This is an optimization exercise on Yosys and OpenROAD, whose aim is small area and few clock cycles per item, not a production implementation.
Function was checked by simulation only, so behaviour that the tests miss may differ from the original.

==> flow/design.v, too long to show whole: its modules and the start of the top module <==
// module invsqrt_coef_rom: 111 lines
// module invsqrt_top: 846 lines
module invsqrt_top (
    input  logic        i_clk,
    input  logic        i_arst_n,
    input  logic        i_valid,
    output logic        o_ready,
    input  logic [31:0] i_x,
    output logic        o_valid,
    input  logic        i_ready,
    output logic [31:0] o_result,
    output logic        o_invalid_op,
    output logic        o_divide_by_zero
);
  // ...
==> flow/flow/run.sh <==
#!/bin/bash
# Standard layout, with one extra netlist step between synthesis and floorplan:
# flow/fixinv.py drops the buffers synthesis left in (placement re-buffers the nets
# that need it) and pushes inverters through full-adder cells (a full adder is
# self-dual), which removes inverters and leaves the logic, registers and ports as
# they were. Every port gets its own buffer, as in the standard flow, but the
# buffer is a buf_1 cell. Each tool's output goes to a log file in this folder.
set -euo pipefail
cp standard.sh log_standard_sh.txt
bash standard.sh synth > log_synth.txt 2>&1
R=$(dirname "$(find orfs/results -name 1_2_yosys.v | head -1)")
cp "$R/1_2_yosys.v" log_1_2_yosys_std.v.txt
python3 flow/fixinv.py "$R/1_2_yosys.v" "$R/1_2_yosys.fix.v" > log_fixinv.txt 2>&1
cp "$R/1_2_yosys.fix.v" "$R/1_2_yosys.v"
rm -f "$R/1_synth.odb"
bash standard.sh finish "BUFFER_PORTS_ARGS=-buffer_cell sky130_fd_sc_hd__buf_1" > log_finish.txt 2>&1
==> flow/flow/fixinv.py <==
#!/usr/bin/env python3
"""Push inverters through full adders in a flat sky130 netlist.

A full adder is self-dual: FA(~a,~b,~c) = (~sum, ~cout). Each fa cell may
therefore be fed complemented inputs, which complements its outputs. This script
chooses, per full adder, the polarity that needs the fewest inverters, then
rebuilds the inverters (one per signal that is needed complemented). Logic
function, registers and ports are unchanged.
usage: fixinv.py IN.v OUT.v
"""
import re, sys
from collections import defaultdict

OUTPINS = {'X', 'Y', 'Q', 'Q_N', 'SUM', 'COUT', 'HI', 'LO'}

def main(src, dst):
    lines = open(src).read().split('\n')
    head, insts, tail = [], [], []
    i = 0
    while i < len(lines) and not re.match(r'^\s+sky130_fd_sc_hd__\w+ \S', lines[i]):
        head.append(lines[i]); i += 1
    while i < len(lines):
        m = re.match(r'^\s+(sky130_fd_sc_hd__\w+) (.+?) \($', lines[i])
        if not m:
            break
        typ, name = m.group(1), m.group(2)
        pins = []
        i += 1
        while not re.match(r'^\s+\);$', lines[i]):
            pm = re.match(r'^\s+\.(\w+)\((.*)\),?$', lines[i])
            pins.append([pm.group(1), pm.group(2)])
            i += 1
        i += 1
        insts.append([typ, name, pins])
    tail = lines[i:]
    # ports
    ports = set()
    for l in head:
        m = re.match(r'^\s+(input|output)\s+(\[\d+:\d+\]\s+)?(\S+);', l)
        if m:
            ports.add(m.group(3))
    def isport(net):
        b = net.split('[')[0].strip()
        return b in ports
    isinv = lambda t: re.match(r'sky130_fd_sc_hd__(clk)?inv(lp)?_\d+$', t) is not None
    isfa = lambda t: re.match(r'sky130_fd_sc_hd__fa_\d+$', t) is not None
    # optional: drop the buffers synthesis left in (not those driving a port);
    # the placer's repair re-buffers the nets that need it
    import os
    nbuf = 0
    if os.environ.get('FIXINV_NOBUF', '1') == '1':
        isbuf = lambda t: re.match(r'sky130_fd_sc_hd__(clk)?buf_\d+$', t) is not None
        alias = {}
        keepi = []
        for t, n, pins in insts:
            if isbuf(t):
                a = [x for p, x in pins if p == 'A'][0]
                y = [x for p, x in pins if p == 'X'][0]
                if not isport(y):
                    alias[y] = a
                    nbuf += 1
                    continue
            keepi.append([t, n, pins])
        def res(x):
            seen = 0
            while x in alias and seen < 100:
                x = alias[x]; seen += 1
            return x
        for t, n, pins in keepi:
            for pp in pins:
                if pp[0] not in OUTPINS:
                    pp[1] = res(pp[1])
        insts[:] = keepi
    drv = {}
    for k, (t, n, pins) in enumerate(insts):
        for p, net in pins:
            if p in OUTPINS:
                drv[net] = (k, p)
    # inverters kept as they are: those driving a port
    keep = set()
    for k, (t, n, pins) in enumerate(insts):
        if isinv(t):
            y = [net for p, net in pins if p == 'Y'][0]
            if isport(y):
                keep.add(k)
    def base(net):
        par = 0
        seen = 0
        while net in drv and isinv(insts[drv[net][0]][0]) and drv[net][0] not in keep:
            a = [x for p, x in insts[drv[net][0]][2] if p == 'A'][0]
            net = a; par ^= 1; seen += 1
            if seen > 50: break
        return net, par
    # consumers: (inst k, pin index) -> (source net, parity)
    cons = []
    for k, (t, n, pins) in enumerate(insts):
        if isinv(t) and k not in keep:
            continue
        for pi, (p, net) in enumerate(pins):
            if p in OUTPINS:
                continue
            if net.startswith("1'b") or net == '':
                continue
            s, par = base(net)
            cons.append((k, pi, s, par))
    fa_idx = [k for k, (t, n, p) in enumerate(insts) if isfa(t)]
    flip = defaultdict(int)
    srcflip = lambda s: flip[drv[s][0]] if (s in drv and isfa(insts[drv[s][0]][0])) else 0
    by_src = defaultdict(list)
    by_inst = defaultdict(list)
    for c in cons:
        by_src[c[2]].append(c)
        by_inst[c[0]].append(c)
    def req(c):
        k, pi, s, par = c
        r = par ^ srcflip(s)
        if isfa(insts[k][0]) and insts[k][2][pi][0] in ('A', 'B', 'CIN'):
            r ^= flip[k]
        return r
    def need(s):
        return any(req(c) for c in by_src[s])
    def outnets(k):
        return [net for p, net in insts[k][2] if p in ('SUM', 'COUT')]
    def affected(k):
        ss = set(c[2] for c in by_inst[k])
        ss.update(outnets(k))
        return ss
    before = sum(1 for s in by_src if need(s))
    import random, math
    rng = random.Random(12345)
    def greedy():
        changed = True; rounds = 0
        while changed and rounds < 50:
            changed = False; rounds += 1
            for k in fa_idx:
                A = affected(k)
                c0 = sum(1 for s in A if need(s))
                flip[k] ^= 1
                c1 = sum(1 for s in A if need(s))
                if c1 < c0:
                    changed = True
                else:
                    flip[k] ^= 1
    greedy()
    best = sum(1 for s in by_src if need(s)); bestflip = dict(flip)
    cur = best
    # simulated annealing over single full-adder flips
    T = 1.0
    steps = 40000
    for it in range(steps):
        k = fa_idx[rng.randrange(len(fa_idx))]
        A = affected(k)
        c0 = sum(1 for s in A if need(s))
        flip[k] ^= 1
        c1 = sum(1 for s in A if need(s))
        d = c1 - c0
        if d <= 0 or rng.random() < math.exp(-d / T):
            cur += d
            if cur < best:
                best = cur; bestflip = dict(flip)
        else:
            flip[k] ^= 1
        T = max(0.05, 1.0 * (1 - it / steps))
    flip.clear(); flip.update(bestflip)
    greedy()
    after = sum(1 for s in by_src if need(s))
    # rebuild
    invnet = {}
    newinst = []
    cnt = 0
    for s in sorted(by_src):
        if need(s):
            cnt += 1
            nn = 'fxinv_n%d' % cnt
            invnet[s] = nn
            newinst.append(['sky130_fd_sc_hd__inv_1', 'fxinv_%d' % cnt, [['A', s], ['Y', nn]]])
    for c in cons:
        k, pi, s, par = c
        insts[k][2][pi][1] = invnet[s] if req(c) else s
    out = [x for k, x in enumerate(insts) if not (isinv(x[0]) and k not in keep)]
    out += newinst
    # nets still used
    used = set()
    for t, n, pins in out:
        for p, net in pins:
            used.add(net)
    nh = []
    for l in head:
        m = re.match(r'^\s+wire\s+(\S+);$', l)
        if m and not isport(m.group(1)) and m.group(1) not in used and not m.group(1).startswith('['):
            continue
        nh.append(l)
    # insert new wire declarations before first instance
    for k in range(1, cnt + 1):
        nh.append('  wire fxinv_n%d;' % k)
    res = nh[:]
    for t, n, pins in out:
        res.append('  %s %s (' % (t, n))
        for j, (p, net) in enumerate(pins):
            res.append('    .%s(%s)%s' % (p, net, ',' if j < len(pins) - 1 else ''))
        res.append('  );')
    res += tail
    open(dst, 'w').write('\n'.join(res))
    ninv_old = sum(1 for t, n, p in insts if isinv(t))
    print('buffers removed %d; full adders %d, flipped %d, inverters %d -> %d (needed before %d, after %d, kept %d)'
          % (nbuf, len(fa_idx), sum(flip[k] for k in fa_idx), ninv_old, cnt + len(keep), before, after, len(keep)))

if __name__ == '__main__':
    main(sys.argv[1], sys.argv[2])
==> flow/standard.sh <==
#!/bin/bash
# synth_recipe.tcl (not shown) runs the flow's synth.tcl, then flattens the netlist and writes it again
# the make line also repeats each setting of config.mk as NAME=value (left out here)
make -C /OpenROAD-flow-scripts/flow DESIGN_CONFIG=/design/flow/config.mk WORK_HOME=/design/flow/orfs CLKGATE_MAP_FILE= SYNTH_SCRIPT=/design/flow/synth_recipe.tcl "${@:-finish}"
==> flow/config.mk <==
export PLATFORM = sky130hd
export DESIGN_NAME = invsqrt_top
export DESIGN_NICKNAME = invsqrt_top
export VERILOG_FILES = /design/flow/design.v
export SDC_FILE = /design/flow/constraint.sdc
export NUM_CORES = 4
export LEC_CHECK = 0
export ABC_AREA = 1
export CAP_MARGIN = 25
export CORE_MARGIN = 2
export CORE_UTILIZATION = 45
export GPL_TIMING_DRIVEN = 0
export PLACE_DENSITY = 0.55
export SETUP_SLACK_MARGIN = 0.2
export SLEW_MARGIN = 25
==> flow/constraint.sdc <==
create_clock -name core_clock -period 10.5 [get_ports {i_clk}]
set_input_delay 2.1000 -clock core_clock [delete_from_list [all_inputs] [get_ports {i_clk}]]
set_output_delay 2.1000 -clock core_clock [all_outputs]
set_load 0.01 [all_outputs]
==> out/results.ini, run 1 <==
[finish]
largest_reg_flops=33
top_register=data_q
nets=2712
multi_input_area_um2=13520
final_core_util_pct=51.10
num-multi-input-gates=1812
signal_buffers=117
final_layout_size_suffix_gt1_share_pct=5.030
syn2layout_area_growth_pct=11.36

[detailed_routing]
routedWlPerCell_um=33.63
wl_met2_um=36810
drt_iter0_drc=3540
wl_met1_um=34160
drc_errors=0
vias=19290
ant_nets=0
routed_via_density=6.896

[clock_tree]
hold_buffers=0
htree_levels=3
cts_setup_buffers=4
cts_tree=done

[logic_synthesis]
syn-num-nets=2584
avgSynthCellArea_um2=7.697
yosys_warnings=1
synth_cells=2193

[hold_path]
worstHoldPathType=reg2reg

[sta]
skew_ns=0.01640
max_slew_margin_pct=24.94
finalHoldViolations=0
fin_ws_ns=0.3920
period_share_pct=96.27

[critical_path]
r2r_slack_ns=0.39
crit_top_cell=fa_1
end_kind=flip-flop
timing.rr.end=data_q[11]
r2r-start=x_q[17]
crit_end=data_q[11]
path_buf_inv=3

[floorplanning]
placeableCoreArea_um2=36790
dieArea_um2=39080

[placement]
dp_slack_ns=-0.2564

[status]
status=no timing/DRC/antenna violations

Testbench counts, summed over its fixed seeds: cycles 32,016, items 32,000.
==> inputs of run 2 (changes only) <==
--- a/flow/flow/run.sh
+++ b/flow/flow/run.sh
@@ -5,4 +5,3 @@
 # self-dual), which removes inverters and leaves the logic, registers and ports as
-# they were. Every port gets its own buffer, as in the standard flow, but the
-# buffer is a buf_1 cell. Each tool's output goes to a log file in this folder.
+# they were. Each tool's output goes to a log file in this folder.
 set -euo pipefail
@@ -15,2 +14,2 @@
 rm -f "$R/1_synth.odb"
-bash standard.sh finish "BUFFER_PORTS_ARGS=-buffer_cell sky130_fd_sc_hd__buf_1" > log_finish.txt 2>&1
+bash standard.sh finish > log_finish.txt 2>&1
--- a/flow/config.mk
+++ b/flow/config.mk
@@ -10,5 +10,5 @@
 export CORE_MARGIN = 2
-export CORE_UTILIZATION = 45
+export CORE_UTILIZATION = 35
 export GPL_TIMING_DRIVEN = 0
-export PLACE_DENSITY = 0.55
+export PLACE_DENSITY = 0.45
 export SETUP_SLACK_MARGIN = 0.2
==> run 2 against run 1 <==
Net effect: clock skew down 0.0090 ns; design area is 3.4% higher; maximum frequency fell by 0.37%; core utilization down 10 points; non-clock buffer count shrank 3; synthesized cell count is the same; register-to-register slack lost 0.04 ns; routed wire length about the same; critical path type unchanged; largest cell class unchanged; highest routed layer is now met4.
==> out/results.ini, run 2 <==
[status]
status=no timing/DRC/antenna violations

[detailed_routing]
drt_first_pass_iters=7
ant_nets=0  ; unchanged
drt_iter0_drc=2931  ; -17%
vias=18360  ; -4.8%
drt-total-wl_um=94030
drc_errors=0  ; unchanged
routed_via_density=6.249  ; -9.4%
routedWlPerCell_um=32.00  ; -4.8%

[floorplanning]
rows=80
start_util_pct=35.43
fp.dieW_um=223.6
die_y_um=223.6
placeableCoreArea_um2=47650  ; +30%
dieArea_um2=50000  ; +28%
ioPinCount=72

[sta]
fmax_ghz=0.09857
setup_viol=0
period_share_pct=96.62  ; +0.36 points
skew_ns=0.007415  ; -0.008987 ns
tightestPinTransition_ns=1.138
slew_violations=0
max_slew_margin_pct=23.92  ; -1.0 points
setup-tns-final_ns=0
layout_min_cycle_time_ns=10.15
rsz0062_at_grt=false
finalHoldViolations=0  ; unchanged

[critical_path]
worstRegToRegCells=31
timing.rr.end=data_q[11]
cpMaxStageDelayCell=edfxtp_1
cp_max_fo=9
end_kind=flip-flop
critPathRequiredTime_ns=10.62
startpoint_type=flip-flop
r2r-start=x_q[17]
arrival_ns=10.26
r2r_slack_ns=0.35  ; -0.04 ns
crit_path_start=x_q[17]
max_stage_delay_ns=0.67
critPathKind=reg2reg
crit_top_cell=fa_1

[clock_tree]
cts_root_buf=clkbuf_16
clock_path_buffers=2
cts_tree=done
clkTransAtPathRegs_ns=0.07
clock_sinks=77
htree_levels=3  ; unchanged
numCtsBuffers=9
clk-insertion-delay-late_ns=0.36
hold_buffers=0  ; unchanged

[finish]
mostFrequentLayoutCell=nand2_1
fillers=4998
top_regs=data_q (33), x_q (32), z_q (10)
final_layout_size_suffix_gt1_share_pct=4.953  ; -0.077 points
largest_reg_flops=33  ; unchanged
nets=2708  ; -0.15%
final_core_util_pct=40.80  ; -10 points
stdcell_count=2938
top_register=data_q
layout_common_cells=nand2_1, nor2_1, inv_1, fa_1, o21ai_0
syn2layout_area_growth_pct=15.15

[hold_path]
worstHoldPathType=reg2reg
hp-start=x_valid_q
hold-path-endpoint=valid_q
holdPathStages=2

[global_routing]
grt_max_degree=64
grt_pass1_vias=18320
antenna_found_initial=4
track_usage_pct=37.94
grt_pass1_wl_um=133400
overflow=0

[placement]
portBuffers=70
post-place-cells=2911
finalWeightedCongestion=1.061
dp_hpwl_um=75630

[logic_synthesis]
yosys_warnings=1  ; unchanged
synth_cells=2193  ; unchanged
avgSynthCellArea_um2=7.697  ; unchanged
syn-num-nets=2584  ; unchanged
syn_area_um2=16880

[flow_run]
maxCapViolCount=0

==> run 2: layout make-up <==
type	instances	area (um^2)	area share [%]
multi-input cells	1812	13540	69.64
flip-flops and latches	77	2302	11.84
repair buffers	113	1359	6.991
inverters	303	1175	6.044
well taps	615	769.5	3.959
clock buffers	9	225.2	1.159
clock inverters	7	60.06	0.3090
plain buffers	1	7.507	0.03862
diodes	1	2.502	0.01287
==> run 2: routing by layer <==
metal | global-route usage (%) | part of all wire, %
met1 | 54.03 | 42
met2 | 51.99 | 39
met3 | 12.13 | 14
met4 | 17.48 | 5.6
met5 | 0 | 0
==> run 2: worst max-delay path by stage <==
stage	end	slack [ns]	depth (start not counted)
after floorplan	data_q[11]	0.23	26
after global placement	data_q[11]	-5.47	25
after detailed placement	data_q[11]	-0.71	29
after CTS	data_q[11]	0.21	32
after global routing	data_q[11]	0.22	31
final	data_q[11]	0.35	31
==> run 2: critical path, delay by kind of cell, from the launching register on <==
family	cells	cell delay (ns)
DFF	1	0.67
xor gates and xnor gates	1	0.15
buffers and inverters	4	1.30
AOI/OAI and AO/OA	6	1.28
and+or+nand+nor	10	1.99
adders and majority gates	10	4.49
==> run 2: stage by stage <==
stage                     setup slack, ns  hold WS, ns  instance area (um^2)
after CTS                          0.2080       0.5514                 19290
after global routing               0.2222       0.5896                 19430
after floorplan                    0.2261       0.4352                 16880
after detailed placement          -0.7075       0.5294                 18980
final                              0.3544       0.5466                 19440
after global placement             -5.472       0.4502                 18350
==> run 2: repair_timing <==
action / 4_1_cts / 5_1_grt
gates resized for setup: 5 / 17
endpoints found under the setup margin: 20 / 15
endpoints found under the hold margin: 0 / 0
buffers inserted: 1 / 9
pin swaps: 0 / 1
==> inputs of run 3 (changes only) <==
==> flow/flow/run.sh (replaced) <==
#!/bin/bash
# Standard layout with two netlist steps between synthesis and floorplan:
#  flow/resyn.sh re-maps the combinational cells with a stronger ABC script
#  (registers, full/half adders, the tie cell and ports untouched), and
#  flow/fixinv.py drops the buffers synthesis left in (placement re-buffers the
#  nets that need it) and pushes inverters through the full adders (a full adder
#  is self-dual).
# Every port gets its own buffer, as in the standard flow, but the buffer is a
# buf_1 cell. Each tool's output goes to a log file in this folder.
set -euo pipefail
cp standard.sh log_standard_sh.txt
bash standard.sh synth > log_synth.txt 2>&1
R=$(dirname "$(find orfs/results -name 1_2_yosys.v | head -1)")
cp "$R/1_2_yosys.v" log_1_2_yosys_std.v.txt
LIB="$FLOW_HOME/platforms/sky130hd/lib/sky130_fd_sc_hd__tt_025C_1v80.lib"
bash flow/resyn.sh "$R/1_2_yosys.v" "$R/1_2_yosys.rs.v" "$LIB" flow/dontuse.txt flow/heavy.abc flow/abc.constr 10500 > log_resyn.txt 2>&1
python3 flow/fixinv.py "$R/1_2_yosys.rs.v" "$R/1_2_yosys.fix.v" > log_fixinv.txt 2>&1
cp "$R/1_2_yosys.fix.v" "$R/1_2_yosys.v"
rm -f "$R/1_synth.odb"
bash standard.sh finish "BUFFER_PORTS_ARGS=-buffer_cell sky130_fd_sc_hd__buf_1" > log_finish.txt 2>&1
==> flow/flow/abc.constr (new file) <==
set_driving_cell sky130_fd_sc_hd__buf_1
set_load 5
==> flow/flow/dontuse.txt (new file) <==
-dont_use sky130_fd_sc_hd__lpflow_bleeder_1 -dont_use sky130_fd_sc_hd__lpflow_clkbufkapwr_1 -dont_use sky130_fd_sc_hd__lpflow_clkbufkapwr_16 -dont_use sky130_fd_sc_hd__lpflow_clkbufkapwr_2 -dont_use sky130_fd_sc_hd__lpflow_clkbufkapwr_4 -dont_use sky130_fd_sc_hd__lpflow_clkbufkapwr_8 -dont_use sky130_fd_sc_hd__lpflow_clkinvkapwr_1 -dont_use sky130_fd_sc_hd__lpflow_clkinvkapwr_16 -dont_use sky130_fd_sc_hd__lpflow_clkinvkapwr_2 -dont_use sky130_fd_sc_hd__lpflow_clkinvkapwr_4 -dont_use sky130_fd_sc_hd__lpflow_clkinvkapwr_8 -dont_use sky130_fd_sc_hd__lpflow_decapkapwr_12 -dont_use sky130_fd_sc_hd__lpflow_decapkapwr_3 -dont_use sky130_fd_sc_hd__lpflow_decapkapwr_4 -dont_use sky130_fd_sc_hd__lpflow_decapkapwr_6 -dont_use sky130_fd_sc_hd__lpflow_decapkapwr_8 -dont_use sky130_fd_sc_hd__lpflow_inputiso0n_1 -dont_use sky130_fd_sc_hd__lpflow_inputiso0p_1 -dont_use sky130_fd_sc_hd__lpflow_inputiso1n_1 -dont_use sky130_fd_sc_hd__lpflow_inputiso1p_1 -dont_use sky130_fd_sc_hd__lpflow_inputisolatch_1 -dont_use sky130_fd_sc_hd__lpflow_isobufsrc_1 -dont_use sky130_fd_sc_hd__lpflow_isobufsrc_16 -dont_use sky130_fd_sc_hd__lpflow_isobufsrc_2 -dont_use sky130_fd_sc_hd__lpflow_isobufsrc_4 -dont_use sky130_fd_sc_hd__lpflow_isobufsrc_8 -dont_use sky130_fd_sc_hd__lpflow_isobufsrckapwr_16 -dont_use sky130_fd_sc_hd__lpflow_lsbuf_lh_hl_isowell_tap_1 -dont_use sky130_fd_sc_hd__lpflow_lsbuf_lh_hl_isowell_tap_2 -dont_use sky130_fd_sc_hd__lpflow_lsbuf_lh_hl_isowell_tap_4 -dont_use sky130_fd_sc_hd__lpflow_lsbuf_lh_isowell_4 -dont_use sky130_fd_sc_hd__lpflow_lsbuf_lh_isowell_tap_1 -dont_use sky130_fd_sc_hd__lpflow_lsbuf_lh_isowell_tap_2 -dont_use sky130_fd_sc_hd__lpflow_lsbuf_lh_isowell_tap_4 -dont_use sky130_fd_sc_hd__probe_p_8 -dont_use sky130_fd_sc_hd__probec_p_8 
==> flow/flow/heavy.abc (new file) <==
strash
balance
rewrite
refactor
balance
rewrite
rewrite -z
balance
refactor -z
rewrite -z
balance
dch -f
map
topo
stime -c
buffer -c
upsize -c
dnsize -c
==> flow/flow/resyn.sh (new file) <==
#!/bin/bash
# Re-map the combinational standard cells of a synthesized netlist with a stronger
# area-oriented ABC script. Registers, full/half adders and the tie cell are kept as
# they are (blackboxed); only the logic between them is re-mapped.
# usage: resyn.sh IN.v OUT.v LIB DONTUSEFILE ABCSCRIPT
set -euo pipefail
IN=$1; OUT=$2; LIB=$3; DU=$(cat "$4"); SC=$(realpath "$5"); X=""
if [ $# -ge 6 ]; then X="-constr $(realpath "$6") -D $7"; fi
YOSYS=yosys
[ -x "${FLOW_HOME:-/nonexistent}/../tools/install/yosys/bin/yosys" ] && YOSYS="$FLOW_HOME/../tools/install/yosys/bin/yosys"
cat > resyn.ys <<EOY
read_liberty -overwrite -ignore_miss_func $LIB
read_verilog $IN
hierarchy -top invsqrt_top
blackbox sky130_fd_sc_hd__fa_1 sky130_fd_sc_hd__fa_2 sky130_fd_sc_hd__fa_4 sky130_fd_sc_hd__ha_1 sky130_fd_sc_hd__ha_2 sky130_fd_sc_hd__ha_4 sky130_fd_sc_hd__edfxtp_1 sky130_fd_sc_hd__dfrtp_1 sky130_fd_sc_hd__dfxtp_1 sky130_fd_sc_hd__conb_1
flatten
opt_clean
stat
abc -liberty $LIB $DU -script $SC $X
opt_clean -purge
rename -hide w:*.*
rename -enumerate -pattern rs_%_
hierarchy -top invsqrt_top
stat
write_verilog -noattr -nohex -nodec $OUT
EOY
"$YOSYS" -s resyn.ys
==> run 3 against run 2 <==
Net effect: cell count fell by 2.2%; synthesized cell count fell by 2.9%; sequential cell count did not move; critical endpoint is now data_q[15]; highest routed layer is now met5.
==> out/results.ini, run 3 <==
[finish]
final_layout_size_suffix_gt1_share_pct=5.585  ; +0.63 points
top_regs=data_q (33), x_q (32), z_q (10)
nets=2642  ; -2.4%
largest_reg_flops=33  ; unchanged
layout_common_cells=nand2_1, nor2_1, inv_1, fa_1, a21oi_1
stdcell_count=2874  ; -2.2%
final_core_util_pct=39.73  ; -1.1 points
top_register=data_q
mostFrequentLayoutCell=nand2_1
syn2layout_area_growth_pct=12.51

[clock_tree]
htree_levels=3  ; unchanged
clk-insertion-delay-late_ns=0.40  ; +0.04 ns
clock_path_buffers=2  ; unchanged
clock_sinks=77  ; unchanged
clkTransAtPathRegs_ns=0.07  ; about the same
cts_root_buf=clkbuf_16
cts_tree=done
numCtsBuffers=9  ; unchanged

[floorplanning]
fp.dieW_um=223.0  ; -0.27%
start_util_pct=35.31  ; -0.12 points
rows=80  ; unchanged
die_y_um=223.0  ; -0.27%
placeableCoreArea_um2=47550  ; -0.21%
ioPinCount=72  ; unchanged
dieArea_um2=49740  ; -0.53%

[sta]
rsz0062_at_grt=false
skew_ns=0.02554  ; +0.01812 ns
tightestPinTransition_ns=1.172  ; +0.03371 ns
fmax_ghz=0.09846  ; -0.10%
period_share_pct=96.73  ; +0.10 points
setup_viol=0  ; unchanged
slew_violations=0  ; unchanged
setup-tns-final_ns=0  ; unchanged
finalHoldViolations=0  ; unchanged
layout_min_cycle_time_ns=10.16  ; +0.01060 ns
max_slew_margin_pct=21.03  ; -2.9 points

[global_routing]
grt_pass1_wl_um=141000  ; +5.7%
grt_pass1_vias=18450  ; +0.72%
antenna_found_initial=5  ; +1
overflow=0  ; unchanged
track_usage_pct=41.18  ; +3.2 points
grt_max_degree=75  ; +17%

[detailed_routing]
highest_layer=met5
drc_errors=0  ; unchanged
wl_met1_um=41450  ; +5.7%
wl_met3_um=13980  ; +10%
wl_met2_um=40820  ; +11%
ant_nets=0  ; unchanged
vias=18590  ; +1.2%
routedWlPerCell_um=35.52  ; +11%
routed_via_density=6.468  ; +3.5%
drt_first_pass_iters=8  ; +1
drt-total-wl_um=102100  ; +8.6%
drt_iter0_drc=2890  ; -1.4%

[critical_path]
critPathKind=reg2reg
cpMaxStageDelayCell=nand2_1
max_stage_delay_ns=0.67  ; about the same
critPathRequiredTime_ns=10.62  ; about the same
cp_max_fo=10  ; +1
startpoint_type=flip-flop
end_kind=flip-flop
arrival_ns=10.28  ; +0.02 ns
crit_top_cell=fa_1

[status]
status=no timing/DRC/antenna violations

[logic_synthesis]
synth_cells=2130  ; -2.9%
yosys_warnings=1  ; unchanged
avgSynthCellArea_um2=7.882  ; +2.4%
syn-num-nets=2521  ; -2.4%
syn_area_um2=16790  ; -0.54%

[flow_run]
maxCapViolCount=0  ; unchanged

[hold_path]
worstHoldPathType=reg2reg

[placement]
post-place-cells=2843  ; -2.3%
dp_hpwl_um=82260  ; +8.8%
portBuffers=70  ; unchanged
finalWeightedCongestion=1.091  ; +2.8%

[run 3: final cells by class]
class	instances	area (um^2)
diodes	3	7.507
clock buffers	9	225.2
clock inverters	7	65.06
fillers	4927	28660
inverters	297	1136
multi-input cells	1756	13540
flip-flops and latches	77	2302
well taps	615	769.5
repair buffers	110	845.8
[run 3: what timing repair did]
| action | 4_1_cts | 5_1_grt |
|---|---|---|
| buffers inserted | 5 | 5 |
| setup endpoints to repair | 23 | 18 |
| gates resized for setup | 10 | 12 |
| hold buffers | 0 | 0 |
| pin swaps | 2 | 2 |
[run 3: routing by layer]
layer	track usage, %	vias to the layer above
li1	-	7450
met2	56.80	1500
met4	19.48	6
met1	56.90	9351
met3	14.76	281
met5	1.857	-
[run 3: final timing paths]
check / start / endpoint / slack (ns) / cells past startpoint
min reg2reg: x_valid_q / valid_q / 0.54 / 2
max reg2reg: x_q[17] / data_q[15] / 0.34 / 31
max: x_q[17] / data_q[15] / 0.34 / 31
min in group asynchronous: i_arst_n / x_valid_q / 1.48 / 1
min: x_valid_q / valid_q / 0.54 / 2
max in group asynchronous: i_arst_n / valid_q / 8.89 / 1
[run 3: worst max-delay path, delay by kind of cell (launching register included)]
family	cells	cell delay, ns
fa+ha+maj	10	4.75
compound gates	9	2.11
simple gates	5	1.59
buf+inv	7	1.03
flops	1	0.37
[run 3: per-stage QoR]
stage	area, um^2	setup slack (ns)	hold slack [ns]
3_5_place_dp	18390	-1.437	0.5126
6_report	18890	0.3438	0.5396
4_1_cts	18770	0.2162	0.5354
5_1_grt	18880	0.2377	0.5775
3_3_place_gp	17820	-6.038	0.4466
2_1_floorplan	16790	0.2462	0.4352
==> inputs of run 4 (changes only) <==
--- a/flow/config.mk
+++ b/flow/config.mk
@@ -8,3 +8,3 @@
 export ABC_AREA = 1
-export CAP_MARGIN = 25
+export CAP_MARGIN = 20
 export CORE_MARGIN = 2
@@ -13,3 +13,3 @@
 export PLACE_DENSITY = 0.45
-export SETUP_SLACK_MARGIN = 0.2
-export SLEW_MARGIN = 25
+export SETUP_SLACK_MARGIN = 0.1
+export SLEW_MARGIN = 20
==> run 4 against run 3 <==
Net effect: sequential share of layout area hardly changed; cell count stayed put; setup slack worse by 0.15 ns; critical path type unchanged; critical endpoint unchanged; largest cell class unchanged.
==> out/results.ini, run 4 <==
[sta]
tightestPinTransition_ns=1.157  ; -0.01488 ns
fin_ws_ns=0.1893  ; -0.1545 ns
rsz0062_at_grt=false
slew_violations=0  ; unchanged
period_share_pct=98.20  ; +1.5 points
layout_min_cycle_time_ns=10.31  ; +0.1545 ns
fmax_ghz=0.09699  ; -1.5%
finalHoldViolations=0  ; unchanged
skew_ns=0.02538  ; -0.0001614 ns
max_slew_margin_pct=22.66  ; +1.6 points
setup_viol=0  ; unchanged

[finish]
final_core_util_pct=39.75  ; about the same
syn2layout_area_growth_pct=12.57  ; about the same
final_layout_size_suffix_gt1_share_pct=5.627  ; +0.042 points
nets=2643  ; +0.038%
stdcell_count=2874  ; unchanged
mostFrequentLayoutCell=nand2_1
regArea_um2=2302  ; unchanged
top_register=data_q
largest_reg_flops=33  ; unchanged
top_regs=data_q (33), x_q (32), z_q (10)
layout_common_cells=nand2_1, nor2_1, inv_1, fa_1, a21oi_1
fillers=4915  ; -0.24%
multi_input_area_um2=13530  ; about the same

[critical_path]
arrival_ns=10.40  ; +0.12 ns
cpMaxStageDelayCell=nor2_1
crit_top_cell=fa_1
max_stage_delay_ns=0.87  ; +0.20 ns
cp_max_fo=18  ; +8
startpoint_type=flip-flop
end_kind=flip-flop
critPathRequiredTime_ns=10.59  ; -0.03 ns
critPathKind=reg2reg

[detailed_routing]
vias=18540  ; -0.26%
drt-total-wl_um=102700  ; +0.57%
drc_errors=0  ; unchanged
ant_nets=0  ; unchanged
drt_iter0_drc=3013  ; +4.3%
routed_via_density=6.451  ; -0.26%
routedWlPerCell_um=35.72  ; +0.57%
drt_first_pass_iters=7  ; -1

[global_routing]
track_usage_pct=41.48  ; +0.30 points
grt_pass1_wl_um=142800  ; +1.2%
grt_pass1_vias=18460  ; +0.043%
antenna_found_initial=4  ; -1
overflow=0  ; unchanged
grt_max_degree=75  ; unchanged

[clock_tree]
numCtsBuffers=9  ; unchanged
htree_levels=3  ; unchanged
clock_sinks=77  ; unchanged
cts_root_buf=clkbuf_16
clkTransAtPathRegs_ns=0.08  ; about the same
clk-insertion-delay-late_ns=0.39  ; about the same
clock_path_buffers=2  ; unchanged
cts_tree=done

[logic_synthesis]
syn_area_um2=16790  ; unchanged
synth_cells=2130  ; unchanged
syn-num-nets=2521  ; unchanged
yosys_warnings=1  ; unchanged
avgSynthCellArea_um2=7.882  ; unchanged

[floorplanning]
dieArea_um2=49740  ; unchanged
die_y_um=223.0  ; unchanged
rows=80  ; unchanged
placeableCoreArea_um2=47550  ; unchanged
start_util_pct=35.31  ; unchanged
fp.dieW_um=223.0  ; unchanged
ioPinCount=72  ; unchanged

[placement]
post-place-cells=2846  ; +0.11%
dp_hpwl_um=82340  ; about the same
portBuffers=70  ; unchanged
finalWeightedCongestion=1.091  ; unchanged
dp_slack_ns=-1.539  ; -0.1012 ns

[flow_run]
maxCapViolCount=0  ; unchanged

[hold_path]
worstHoldPathType=reg2reg

[status]
status=no timing/DRC/antenna violations

run 4: cell types whose count changed in the layout (fill, tap and decap cells not counted), sizes merged:
cell           change
buf                -1
clkdlybuf4s18      +1
clkinvlp           +2
diode              -1
inv                -1
run 4: metal layers:
metal  vias to the layer above  share of wire [%]  wire length (um)  track usage, %
li1                       7463                  -                 -               -
met1                      9272                 41             41920           58.24
met2                      1545                 41             41680           58.33
met3                       258                 14             13870           13.70
met4                         2                5.0              5165           17.21
met5                         -              0.013                13               0
run 4: worst max-delay path: cells and delay by family (launching register included):
kind	cells	cell delay (ns)
AO/OA/AOI/OAI	8	2.06
adder cells (fa/ha/maj)	9	4.35
buffers and inverters	7	1.34
flip-flops	1	0.32
AND/OR/NAND/NOR	7	1.87
run 4: final cells by class:
| cell class | count | area share, % |
|---|---|---|
| Inverter | 297 | 5.992 |
| Sequential cell | 77 | 12.18 |
| Timing Repair inverter | 1 | 0.02648 |
| Timing Repair Buffer | 110 | 4.568 |
| Multi-Input combinational cell | 1756 | 71.60 |
| Tap cell | 615 | 4.072 |
| Clock buffer | 9 | 1.192 |
| Clock inverter | 7 | 0.3443 |
| Antenna cell | 2 | 0.02648 |
run 4: worst paths after layout:
check	startpoint	endpoint	slack, ns	cells past startpoint
setup / recovery	x_q[18]	data_q[15]	0.19	31
hold / removal	x_valid_q	valid_q	0.54	2
setup reg to reg	x_q[18]	data_q[15]	0.19	31
hold reg to reg	x_valid_q	valid_q	0.54	2
max in group asynchronous	i_arst_n	valid_q	8.89	1
min in group asynchronous	i_arst_n	x_valid_q	1.48	1
run 4: metrics by stage:
step	instance area (um^2)	setup TNS [ns]	hold slack (ns)
after floorplan	16790	0	0.4352
after global placement	17820	-125.85	0.4466
after detailed placement	18420	-23.16	0.5126
after CTS	18820	0	0.5385
after global routing	18890	0	0.5755
final	18900	0	0.5404
run 4: repair_timing:
action	in CTS	in global routing
cloned	1	0
hold endpoints to repair	0	0
gates resized for setup	10	15
setup buffers	7	2
pin swaps	2	0
endpoints found under the setup margin	23	17
hold buffers	0	0
==> inputs of run 5 (changes only) <==
--- a/flow/flow/run.sh
+++ b/flow/flow/run.sh
@@ -7,4 +7,3 @@
 #  is self-dual).
-# Every port gets its own buffer, as in the standard flow, but the buffer is a
-# buf_1 cell. Each tool's output goes to a log file in this folder.
+# Each tool's output goes to a log file in this folder.
 set -euo pipefail
@@ -19,2 +18,2 @@
 rm -f "$R/1_synth.odb"
-bash standard.sh finish "BUFFER_PORTS_ARGS=-buffer_cell sky130_fd_sc_hd__buf_1" > log_finish.txt 2>&1
+bash standard.sh finish > log_finish.txt 2>&1
--- a/flow/config.mk
+++ b/flow/config.mk
@@ -8,3 +8,3 @@
 export ABC_AREA = 1
-export CAP_MARGIN = 20
+export CAP_MARGIN = 25
 export CORE_MARGIN = 2
@@ -13,3 +13,3 @@
 export PLACE_DENSITY = 0.45
-export SETUP_SLACK_MARGIN = 0.1
-export SLEW_MARGIN = 20
+export SETUP_SLACK_MARGIN = 0.2
+export SLEW_MARGIN = 25
==> run 5 against run 4 <==
Net effect: register-to-register slack better by 0.10 ns; worst hold slack is essentially flat; cell count increased by 0.56%; still clean on timing, DRC and antenna; maximum frequency grew 0.98%; core utilization up 1.5 points; largest cell class unchanged; design area rose by 3.8%; die area did not move.
==> out/results.ini, run 5 <==
[status]
status=no timing/DRC/antenna violations

[clock_tree]
cts_tree=done
htree_levels=3  ; unchanged
cts_root_buf=clkbuf_16
clock_sinks=77  ; unchanged
clkTransAtPathRegs_ns=0.07  ; about the same
numCtsBuffers=9  ; unchanged
clk-insertion-delay-late_ns=0.39  ; about the same
hold_buffers=0  ; unchanged
clock_path_buffers=2  ; unchanged

[critical_path]
critPathRequiredTime_ns=10.61  ; +0.02 ns
r2r_slack_ns=0.29  ; +0.10 ns
max_stage_delay_ns=0.78  ; -0.09 ns
timing.rr.end=data_q[14]
arrival_ns=10.32  ; -0.08 ns
critPathKind=reg2reg
end_kind=flip-flop
crit_top_cell=fa_1
r2r-start=x_q[19]
cpMaxStageDelayCell=edfxtp_1
startpoint_type=flip-flop
worstRegToRegCells=29  ; -6.5%
cp_max_fo=19  ; +1

[sta]
rsz0062_at_grt=false
whs_ns=0.5403  ; -0.00004100 ns
layout_min_cycle_time_ns=10.21  ; -0.1000 ns
skew_ns=0.01892  ; -0.006459 ns
tightestPinTransition_ns=1.092  ; -0.06576 ns
finalHoldViolations=0  ; unchanged
period_share_pct=97.24  ; -0.95 points
max_slew_margin_pct=26.74  ; +4.1 points
slew_violations=0  ; unchanged
setup_viol=0  ; unchanged
fin_ws_ns=0.2894  ; +0.1000 ns
fmax_ghz=0.09794  ; +0.98%

[global_routing]
antenna_found_initial=2  ; -2
grt_pass1_vias=18320  ; -0.73%
overflow=0  ; unchanged
grt_max_degree=77  ; +2.7%
track_usage_pct=40.99  ; -0.49 points
grt_pass1_wl_um=141000  ; -1.3%

[logic_synthesis]
yosys_warnings=1  ; unchanged
avgSynthCellArea_um2=7.882  ; unchanged
synth_cells=2130  ; unchanged
syn-num-nets=2521  ; unchanged
syn_area_um2=16790  ; unchanged

[detailed_routing]
vias=18540  ; -0.022%
drt-total-wl_um=101400  ; -1.2%
drc_errors=0  ; unchanged
drt_iter0_drc=3119  ; +3.5%
routed_via_density=6.414  ; -0.58%
routedWlPerCell_um=35.09  ; -1.8%
ant_nets=0  ; unchanged
drt_first_pass_iters=7  ; unchanged

[hold_path]
holdPathStages=2  ; unchanged
worstHoldPathType=reg2reg
hold-path-endpoint=valid_q
hp-start=x_valid_q

[placement]
portBuffers=70  ; unchanged
dp_hpwl_um=80730  ; -2.0%
dp_slack_ns=-1.054  ; +0.4848 ns
finalWeightedCongestion=1.065  ; -2.4%

[floorplanning]
fp.dieW_um=223.0  ; unchanged
start_util_pct=35.31  ; unchanged
dieArea_um2=49740  ; unchanged
die_y_um=223.0  ; unchanged
ioPinCount=72  ; unchanged
placeableCoreArea_um2=47550  ; unchanged
rows=80  ; unchanged

[finish]
largest_reg_flops=33  ; unchanged
nets=2657  ; +0.53%
mostFrequentLayoutCell=nand2_1
layout_common_cells=nand2_1, nor2_1, inv_1, fa_1, a21oi_1
top_regs=data_q (33), x_q (32), z_q (10)
final_layout_size_suffix_gt1_share_pct=6.869  ; +1.2 points
syn2layout_area_growth_pct=16.81
top_register=data_q

[flow_run]
maxCapViolCount=0  ; unchanged

==> run 5: cell type report <==
cell class              count  area, um^2
multi-input cells        1756       13620
repair buffers            125        1469
flip-flops and latches     77        2302
clock inverters             7       65.06
fillers                  4861       27930
diodes                      4       10.01
clock buffers               9       225.2
well taps                 615       769.5
inverters                 297        1154
==> run 5: what timing repair did <==
action                     CTS  global route
resized for setup           16            27
cloned                       0             0
pin swaps                    0             5
setup buffers                5            16
setup endpoints to repair   19            14
hold endpoints to repair     0             0
==> run 5: how the worst max path moves through the flow <==
| stage | from | to | slack (ns) | cells after the start |
|---|---|---|---|---|
| 6_report | x_q[19] | data_q[14] | 0.29 | 29 |
| 5_1_grt | x_q[19] | data_q[17] | 0.20 | 28 |
| 4_1_cts | x_q[18] | data_q[14] | 0.25 | 31 |
| 3_5_place_dp | x_q[17] | data_q[14] | -1.05 | 30 |
| 3_3_place_gp | x_q[21] | data_q[14] | -6.17 | 25 |
| 2_1_floorplan | x_q[21] | data_q[15] | 0.25 | 26 |
==> run 5: critical path, delay by kind of cell (launching register included) <==
kind	cells	cell delay, ns
fa+ha+maj	9	4.33
compound gates	8	2.33
simple gates	6	1.05
flops	1	0.78
buf+inv	6	1.40
==> run 5: per-stage QoR <==
step           TNS [ns]  area, um^2  instances  util, %
3_3_place_gp    -128.49       18260       2815    38.40
3_5_place_dp     -14.22       18920       2848    39.78
4_1_cts               0       19300       2869    40.60
5_1_grt               0       19600       2886    41.23
6_report              0       19610       2890    41.25
2_1_floorplan         0       16790       2130        -
==> run 5: layer usage <==
layer	up-vias	share of wire (%)	wire length, um	track usage [%]
met5	-	0.013	13	0
met4	2	5.5	5597	19.57
met3	299	14	14390	15.08
met2	1436	39	39980	55.71
met1	9323	41	41430	57.16
li1	7476	-	-	-
==> inputs of run 6 (changes only) <==
--- a/flow/flow/run.sh
+++ b/flow/flow/run.sh
@@ -2,7 +2,5 @@
 # Standard layout with two netlist steps between synthesis and floorplan:
-#  flow/resyn.sh re-maps the combinational cells with a stronger ABC script
-#  (registers, full/half adders, the tie cell and ports untouched), and
-#  flow/fixinv.py drops the buffers synthesis left in (placement re-buffers the
-#  nets that need it) and pushes inverters through the full adders (a full adder
-#  is self-dual).
+#  flow/resyn.sh re-maps the combinational cells with a stronger ABC
+#  script (registers, full/half adders and ports untouched), and flow/fixinv.py
+#  pushes inverters through the full adders (a full adder is self-dual).
 # Each tool's output goes to a log file in this folder.
--- a/flow/flow/fixinv.py
+++ b/flow/flow/fixinv.py
@@ -46,29 +46,2 @@
     isfa = lambda t: re.match(r'sky130_fd_sc_hd__fa_\d+$', t) is not None
-    # optional: drop the buffers synthesis left in (not those driving a port);
-    # the placer's repair re-buffers the nets that need it
-    import os
-    nbuf = 0
-    if os.environ.get('FIXINV_NOBUF', '1') == '1':
-        isbuf = lambda t: re.match(r'sky130_fd_sc_hd__(clk)?buf_\d+$', t) is not None
-        alias = {}
-        keepi = []
-        for t, n, pins in insts:
-            if isbuf(t):
-                a = [x for p, x in pins if p == 'A'][0]
-                y = [x for p, x in pins if p == 'X'][0]
-                if not isport(y):
-                    alias[y] = a
-                    nbuf += 1
-                    continue
-            keepi.append([t, n, pins])
-        def res(x):
-            seen = 0
-            while x in alias and seen < 100:
-                x = alias[x]; seen += 1
-            return x
-        for t, n, pins in keepi:
-            for pp in pins:
-                if pp[0] not in OUTPINS:
-                    pp[1] = res(pp[1])
-        insts[:] = keepi
     drv = {}
@@ -204,4 +177,4 @@
     ninv_old = sum(1 for t, n, p in insts if isinv(t))
-    print('buffers removed %d; full adders %d, flipped %d, inverters %d -> %d (needed before %d, after %d, kept %d)'
-          % (nbuf, len(fa_idx), sum(flip[k] for k in fa_idx), ninv_old, cnt + len(keep), before, after, len(keep)))
+    print('full adders %d, flipped %d, inverters %d -> %d (needed before %d, after %d, kept %d)'
+          % (len(fa_idx), sum(flip[k] for k in fa_idx), ninv_old, cnt + len(keep), before, after, len(keep)))
 
--- a/flow/config.mk
+++ b/flow/config.mk
@@ -10,6 +10,6 @@
 export CORE_MARGIN = 2
-export CORE_UTILIZATION = 35
+export CORE_UTILIZATION = 22
 export GPL_TIMING_DRIVEN = 0
-export PLACE_DENSITY = 0.45
-export SETUP_SLACK_MARGIN = 0.2
+export PLACE_DENSITY = 0.3
+export SETUP_SLACK_MARGIN = 0.1
 export SLEW_MARGIN = 25
==> run 6 against run 5 <==
Net effect: design area is 3.6% higher; first-iteration DRC count is 16% lower; setup slack worse by 0.011 ns; critical path depth is 2 lower; highest routed layer unchanged; maximum frequency is 0.11% lower; critical endpoint is now data_q[15]; non-clock buffer count is 73 higher; via count is 3.6% higher.
==> out/results.ini, run 6 <==
[finish]
largest_reg_flops=33  ; unchanged
mostFrequentLayoutCell=nand2_1
multi_input_area_um2=13740  ; +0.92%
syn2layout_area_growth_pct=18.02
top_register=data_q
nets=2730  ; +2.7%
top_regs=data_q (33), x_q (32), z_q (10)
layout_common_cells=nand2_1, nor2_1, inv_1, fa_1, a21oi_1
regArea_um2=2302  ; unchanged
stdcell_count=3391  ; +17%
final_layout_size_suffix_gt1_share_pct=9.343  ; +2.5 points
fillers=8673  ; +78%

[placement]
post-place-cells=3341  ; +17%
portBuffers=70  ; unchanged
finalWeightedCongestion=1.073  ; +0.73%
dp_slack_ns=-1.619  ; -0.5658 ns
dp_hpwl_um=108900  ; +35%

[sta]
setup_viol=0  ; unchanged
fmax_ghz=0.09783  ; -0.11%
skew_ns=0.02385  ; +0.004933 ns
slew_violations=0  ; unchanged
tightestPinTransition_ns=1.255  ; +0.1636 ns
finalHoldViolations=0  ; unchanged
period_share_pct=97.35  ; +0.10 points
fin_ws_ns=0.2785  ; -0.01088 ns
max_slew_margin_pct=16.32  ; -10 points
rsz0062_at_grt=false
layout_min_cycle_time_ns=10.22  ; +0.01088 ns

[logic_synthesis]
syn-num-nets=2616  ; +3.8%
synth_cells=2225  ; +4.5%
yosys_warnings=1  ; unchanged
avgSynthCellArea_um2=7.737  ; -1.8%
syn_area_um2=17210  ; +2.5%

[clock_tree]
numCtsBuffers=9  ; unchanged
htree_levels=3  ; unchanged
clkTransAtPathRegs_ns=0.09  ; +0.02 ns
clock_path_buffers=2  ; unchanged
clk-insertion-delay-late_ns=0.39  ; about the same
clock_sinks=77  ; unchanged
cts_root_buf=clkbuf_16
cts_tree=done
hold_buffers=0  ; unchanged

[critical_path]
critPathKind=reg2reg
startpoint_type=flip-flop
end_kind=flip-flop
arrival_ns=10.35  ; +0.03 ns
cp_max_fo=12  ; -7
critPathRequiredTime_ns=10.63  ; +0.02 ns

[floorplanning]
dieArea_um2=80500  ; +62%
placeableCoreArea_um2=77470  ; +63%
ioPinCount=72  ; unchanged
die_y_um=283.7  ; +27%
fp.dieW_um=283.7  ; +27%
start_util_pct=22.22  ; -13 points
rows=102  ; +28%

[flow_run]
maxCapViolCount=0  ; unchanged

[hold_path]
worstHoldPathType=reg2reg

[global_routing]
grt_pass1_vias=19680  ; +7.4%
antenna_found_initial=14  ; +12
overflow=0  ; unchanged
grt_pass1_wl_um=177900  ; +26%
grt_max_degree=39  ; -49%
track_usage_pct=32.95  ; -8.0 points

[status]
status=no timing/DRC/antenna violations

[detailed_routing]
drt-total-wl_um=133900  ; +32%
drc_errors=0  ; unchanged
routedWlPerCell_um=39.48  ; +13%
drt_iter0_drc=2620  ; -16%
routed_via_density=5.664  ; -12%
ant_nets=0  ; unchanged
vias=19210  ; +3.6%
drt_first_pass_iters=6  ; -1

[run 6: routing by layer]
metal / GRT usage [%] / vias to the layer above / share of wire (%)
met3: 11.33 / 261 / 11
met5: 0 / - / 0.081
met1: 46.44 / 9999 / 45
li1: - / 7635 / -
met2: 45.37 / 1305 / 39
met4: 13.41 / 6 / 4.7
[run 6: final cells by class]
class,count,area share (%)
clock buffer,9,1.109
sequential,77,11.33
clock inverter,7,0.3141
multi-input combinational,1756,67.64
buffer,95,2.279
inverter,297,5.635
timing repair buffer,103,5.198
tap,1040,6.405
antenna,7,0.08622
[run 6: worst max-delay path: stages (launching register included)]
cell        delay [ns]
edfxtp_1          0.56
clkinvlp_4        0.48
buf_2             0.42
buf_2             0.34
ha_1              0.29
nor2_1            0.43
nand2_1           0.39
a32o_1            0.39
o21ai_0           0.69
nor2_1            0.14
fa_1              0.54
fa_1              0.47
fa_1              0.55
fa_1              0.52
fa_1              0.46
fa_1              0.57
fa_1              0.42
ha_1              0.37
a21oi_1           0.22
o21bai_1          0.09
a21oi_1           0.17
o21ai_2           0.19
a21oi_4           0.29
inv_1             0.12
a31o_2            0.22
fa_1              0.43
nor2_1            0.11
nor3b_1           0.05
[run 6: final timing paths]
path / depth (start not counted) / slack [ns] / end / startpoint
setup / recovery: 27 / 0.28 / data_q[15] / x_q[19]
hold / removal: 2 / 0.53 / valid_q / x_valid_q
setup reg to reg: 27 / 0.28 / data_q[15] / x_q[19]
hold reg to reg: 2 / 0.53 / valid_q / x_valid_q
max in group asynchronous: 1 / 8.51 / valid_q / i_arst_n
min in group asynchronous: 1 / 1.87 / x_valid_q / i_arst_n
[run 6: metrics by stage]
| step | instance area [um^2] | util [%] | hold slack, ns | TNS [ns] |
|---|---|---|---|---|
| floorplan | 17210 | - | 0.4352 | 0 |
| global placement | 19220 | 24.81 | 0.4443 | -37.48 |
| detailed placement | 19410 | 25.05 | 0.5178 | -26.62 |
| CTS | 19910 | 25.70 | 0.5406 | 0 |
| global route | 20300 | 26.21 | 0.5685 | 0 |
| finish | 20320 | 26.23 | 0.5329 | 0 |
[run 6: repair_timing]
action / in CTS / in global routing
buffers inserted: 9 / 17
endpoints found under the hold margin: 0 / 0
resized for setup: 38 / 53
pin swaps: 2 / 4
setup endpoints to repair: 23 / 17
==> inputs of run 7 (changes only) <==
--- a/flow/flow/run.sh
+++ b/flow/flow/run.sh
@@ -2,3 +2,3 @@
 # Standard layout with two netlist steps between synthesis and floorplan:
-#  flow/resyn.sh re-maps the combinational cells with a stronger ABC
+#  flow/resyn.sh re-maps the combinational cells with a stronger area-oriented ABC
 #  script (registers, full/half adders and ports untouched), and flow/fixinv.py
@@ -12,3 +12,3 @@
 LIB="$FLOW_HOME/platforms/sky130hd/lib/sky130_fd_sc_hd__tt_025C_1v80.lib"
-bash flow/resyn.sh "$R/1_2_yosys.v" "$R/1_2_yosys.rs.v" "$LIB" flow/dontuse.txt flow/heavy.abc flow/abc.constr 10500 > log_resyn.txt 2>&1
+bash flow/resyn.sh "$R/1_2_yosys.v" "$R/1_2_yosys.rs.v" "$LIB" flow/dontuse.txt flow/heavy.abc > log_resyn.txt 2>&1
 python3 flow/fixinv.py "$R/1_2_yosys.rs.v" "$R/1_2_yosys.fix.v" > log_fixinv.txt 2>&1
==> flow/flow/heavy.abc (replaced) <==
strash
balance
rewrite
refactor
balance
rewrite
rewrite -z
balance
refactor -z
rewrite -z
balance
dch -f
map -a
topo
--- a/flow/flow/resyn.sh
+++ b/flow/flow/resyn.sh
@@ -6,4 +6,3 @@
 set -euo pipefail
-IN=$1; OUT=$2; LIB=$3; DU=$(cat "$4"); SC=$(realpath "$5"); X=""
-if [ $# -ge 6 ]; then X="-constr $(realpath "$6") -D $7"; fi
+IN=$1; OUT=$2; LIB=$3; DU=$(cat "$4"); SC=$(realpath "$5")
 YOSYS=yosys
@@ -18,3 +17,3 @@
 stat
-abc -liberty $LIB $DU -script $SC $X
+abc -liberty $LIB $DU -script $SC
 opt_clean -purge
removed: flow/flow/abc.constr
==> run 7 against run 6 <==
Net effect: largest cell class unchanged; die area fell by 3.1%; routed wire length fell by 13%; first-iteration DRC count fell by 5.4%; design area rose by 0.23%; area after synthesis fell by 3.1%; setup slack improved by 0.098 ns; worst hold slack improved by 0.0015 ns; critical path depth rose by 10; core utilization rose by 1.0 points; non-clock buffer count fell by 51; clock skew rose by 0.013 ns; highest routed layer unchanged.
==> out/results.ini, run 7 <==
[finish]
mostFrequentLayoutCell=nor2_1
syn2layout_area_growth_pct=22.13
stdcell_count=3290  ; -3.0%
final_core_util_pct=27.26  ; +1.0 points
final_layout_size_suffix_gt1_share_pct=9.071  ; -0.27 points
postLayoutCellArea_um2=20360  ; +0.23%
top_regs=data_q (33), x_q (32), z_q (10)
nets=2701  ; -1.1%
layout_common_cells=nor2_1, inv_1, nand2_1, fa_1, a21oi_1
top_register=data_q
largest_reg_flops=33  ; unchanged

[sta]
whs_ns=0.5344  ; +0.001507 ns
setup-tns-final_ns=0  ; unchanged
rsz0062_at_grt=true
fin_ws_ns=0.3769  ; +0.09838 ns
skew_ns=0.03714  ; +0.01329 ns
tightestPinTransition_ns=1.184  ; -0.07089 ns
layout_min_cycle_time_ns=10.12  ; -0.09838 ns
period_share_pct=96.41  ; -0.94 points
fmax_ghz=0.09878  ; +0.97%
setup_viol=0  ; unchanged
slew_violations=0  ; unchanged
max_slew_margin_pct=20.21  ; +3.9 points
finalHoldViolations=0  ; unchanged

[status]
status=no timing/DRC/antenna violations

[critical_path]
end_kind=flip-flop
cpMaxStageDelayCell=o311ai_0
crit_top_cell=fa_1
max_stage_delay_ns=0.94  ; +0.25 ns
arrival_ns=10.24  ; -0.11 ns
critPathKind=reg2reg
critPathRequiredTime_ns=10.61  ; -0.02 ns
cp_max_fo=12  ; unchanged
r2r_slack_ns=0.38  ; +0.10 ns
startpoint_type=flip-flop
path_buf_inv=11  ; +7
crit_family=adder cells

[hold_path]
worstHoldPathType=reg2reg

[floorplanning]
placeableCoreArea_um2=74700  ; -3.6%
dieArea_um2=78010  ; -3.1%
start_util_pct=22.32  ; +0.10 points
rows=100  ; -2.0%
ioPinCount=72  ; unchanged
fp.dieW_um=279.3  ; -1.6%
die_y_um=279.3  ; -1.6%

[detailed_routing]
drc_errors=0  ; unchanged
drt_first_pass_iters=6  ; unchanged
routedWlPerCell_um=35.58  ; -9.9%
vias=18330  ; -4.5%
drt-total-wl_um=117100  ; -13%
routed_via_density=5.572  ; -1.6%
ant_nets=0  ; unchanged
drt_iter0_drc=2478  ; -5.4%

[placement]
post-place-cells=3237  ; -3.1%
portBuffers=70  ; unchanged
dp_hpwl_um=95380  ; -12%
finalWeightedCongestion=0.9984  ; -7.0%
post_dp_cell_area_um2=19530  ; +0.63%
dp_slack_ns=-1.688  ; -0.06896 ns

[logic_synthesis]
synth_cells=2152  ; -3.3%
yosys_warnings=1  ; unchanged
syn_area_um2=16670  ; -3.1%
avgSynthCellArea_um2=7.748  ; +0.15%
syn-num-nets=2543  ; -2.8%

[global_routing]
antenna_found_initial=9  ; -5
overflow=0  ; unchanged
track_usage_pct=30.03  ; -2.9 points
grt_pass1_wl_um=159800  ; -10%
grt_pass1_vias=18620  ; -5.3%
grt_max_degree=71  ; +82%

[flow_run]
maxCapViolCount=0  ; unchanged

[clock_tree]
cts_tree=done
clk-insertion-delay-late_ns=0.41  ; +0.02 ns
cts_root_buf=clkbuf_16
htree_levels=3  ; unchanged
hold_buffers=0  ; unchanged
clock_sinks=77  ; unchanged
numCtsBuffers=9  ; unchanged
clkTransAtPathRegs_ns=0.08  ; about the same
clock_path_buffers=2  ; unchanged

[run 7: repair_timing]
action	in CTS	in global routing
endpoints found under the setup margin	21	12
gates resized for setup	51	30
pin swaps	2	5
setup buffers	16	15
[run 7: layout make-up]
type / instances / area (um^2)
Timing Repair Buffer: 147 / 1718
Tap cell: 969 / 1212
Antenna cell: 6 / 15.01
Clock buffer: 9 / 225.2
Multi-Input combinational cell: 1750 / 13550
Fill cell: 8211 / 54330
Clock inverter: 7 / 65.06
Sequential cell: 77 / 2302
Inverter: 325 / 1274
[run 7: path summary, 6_finish.rpt]
| kind | startpoint | cells past startpoint | end |
|---|---|---|---|
| worst max-delay path | x_q[17] | 37 | data_q[22] |
| max in group asynchronous | i_arst_n | 1 | valid_q |
| worst min register to register | x_valid_q | 2 | valid_q |
| worst max register to register | x_q[17] | 37 | data_q[22] |
| min in group asynchronous | i_arst_n | 1 | x_valid_q |
| worst min-delay path | x_valid_q | 2 | valid_q |
[run 7: worst register-to-register path: cells and delay by family (launching register included)]
| kind | cells | cell delay (ns) |
|---|---|---|
| adder cells (fa/ha/maj) | 9 | 4.34 |
| flip-flops | 1 | 0.32 |
| AO/OA/AOI/OAI | 8 | 1.87 |
| AND/OR/NAND/NOR | 9 | 1.59 |
| buffers and inverters | 11 | 1.75 |
[run 7: layer usage]
layer | wire (um) | GRT usage [%] | share of wire (%)
met5 | 40 | 0 | 0.034
met4 | 4046 | 9.457 | 3.5
met3 | 10430 | 7.481 | 8.9
met2 | 47830 | 42.60 | 41
met1 | 54700 | 44.19 | 47

[afterwards: timing with drivers on the ports]
The flow's constraints put no driver on any port. The routed layouts listed below were extracted and timed again, unchanged, in two steps. Step 1: set_driving_cell puts a clkbuf_16 on i_clk and a buf_2 on each other input, an assumption about the parent block. Step 2, shift: input delay + t, output delay - t, t = (earliest + latest rising clock arrival at the registers) / 2. This alone moves slack from input paths to output paths. Three values: no drivers, after step 1, after step 2; two values: the first two.
run | shift t [ns] | slack for setup (ns) | worst setup path after step 2 | worst register clock-pin slew, ns | worst data-port slew with drivers (ns)
run 1 | 0.422 | 0.392 / 0.392 / 0.392 | register to register | 0.08 / 0.08 | 0.04
run 2 | 0.415 | 0.354 / 0.354 / 0.354 | register to register | 0.07 / 0.07 | 0.06
run 3 | 0.446 | 0.344 / 0.344 / 0.344 | register to register | 0.08 / 0.08 | 0.05
run 4 | 0.440 | 0.189 / 0.189 / 0.189 | register to register | 0.08 / 0.08 | 0.05
run 5 | 0.439 | 0.289 / 0.289 / 0.289 | register to register | 0.08 / 0.08 | 0.05
run 6 | 0.452 | 0.278 / 0.278 / 0.278 | register to register | 0.09 / 0.09 | 0.05
run 7 | 0.450 | 0.377 / 0.377 / 0.377 | register to register | 0.11 / 0.11 | 0.07
After both steps setup and hold are still met in every run listed.
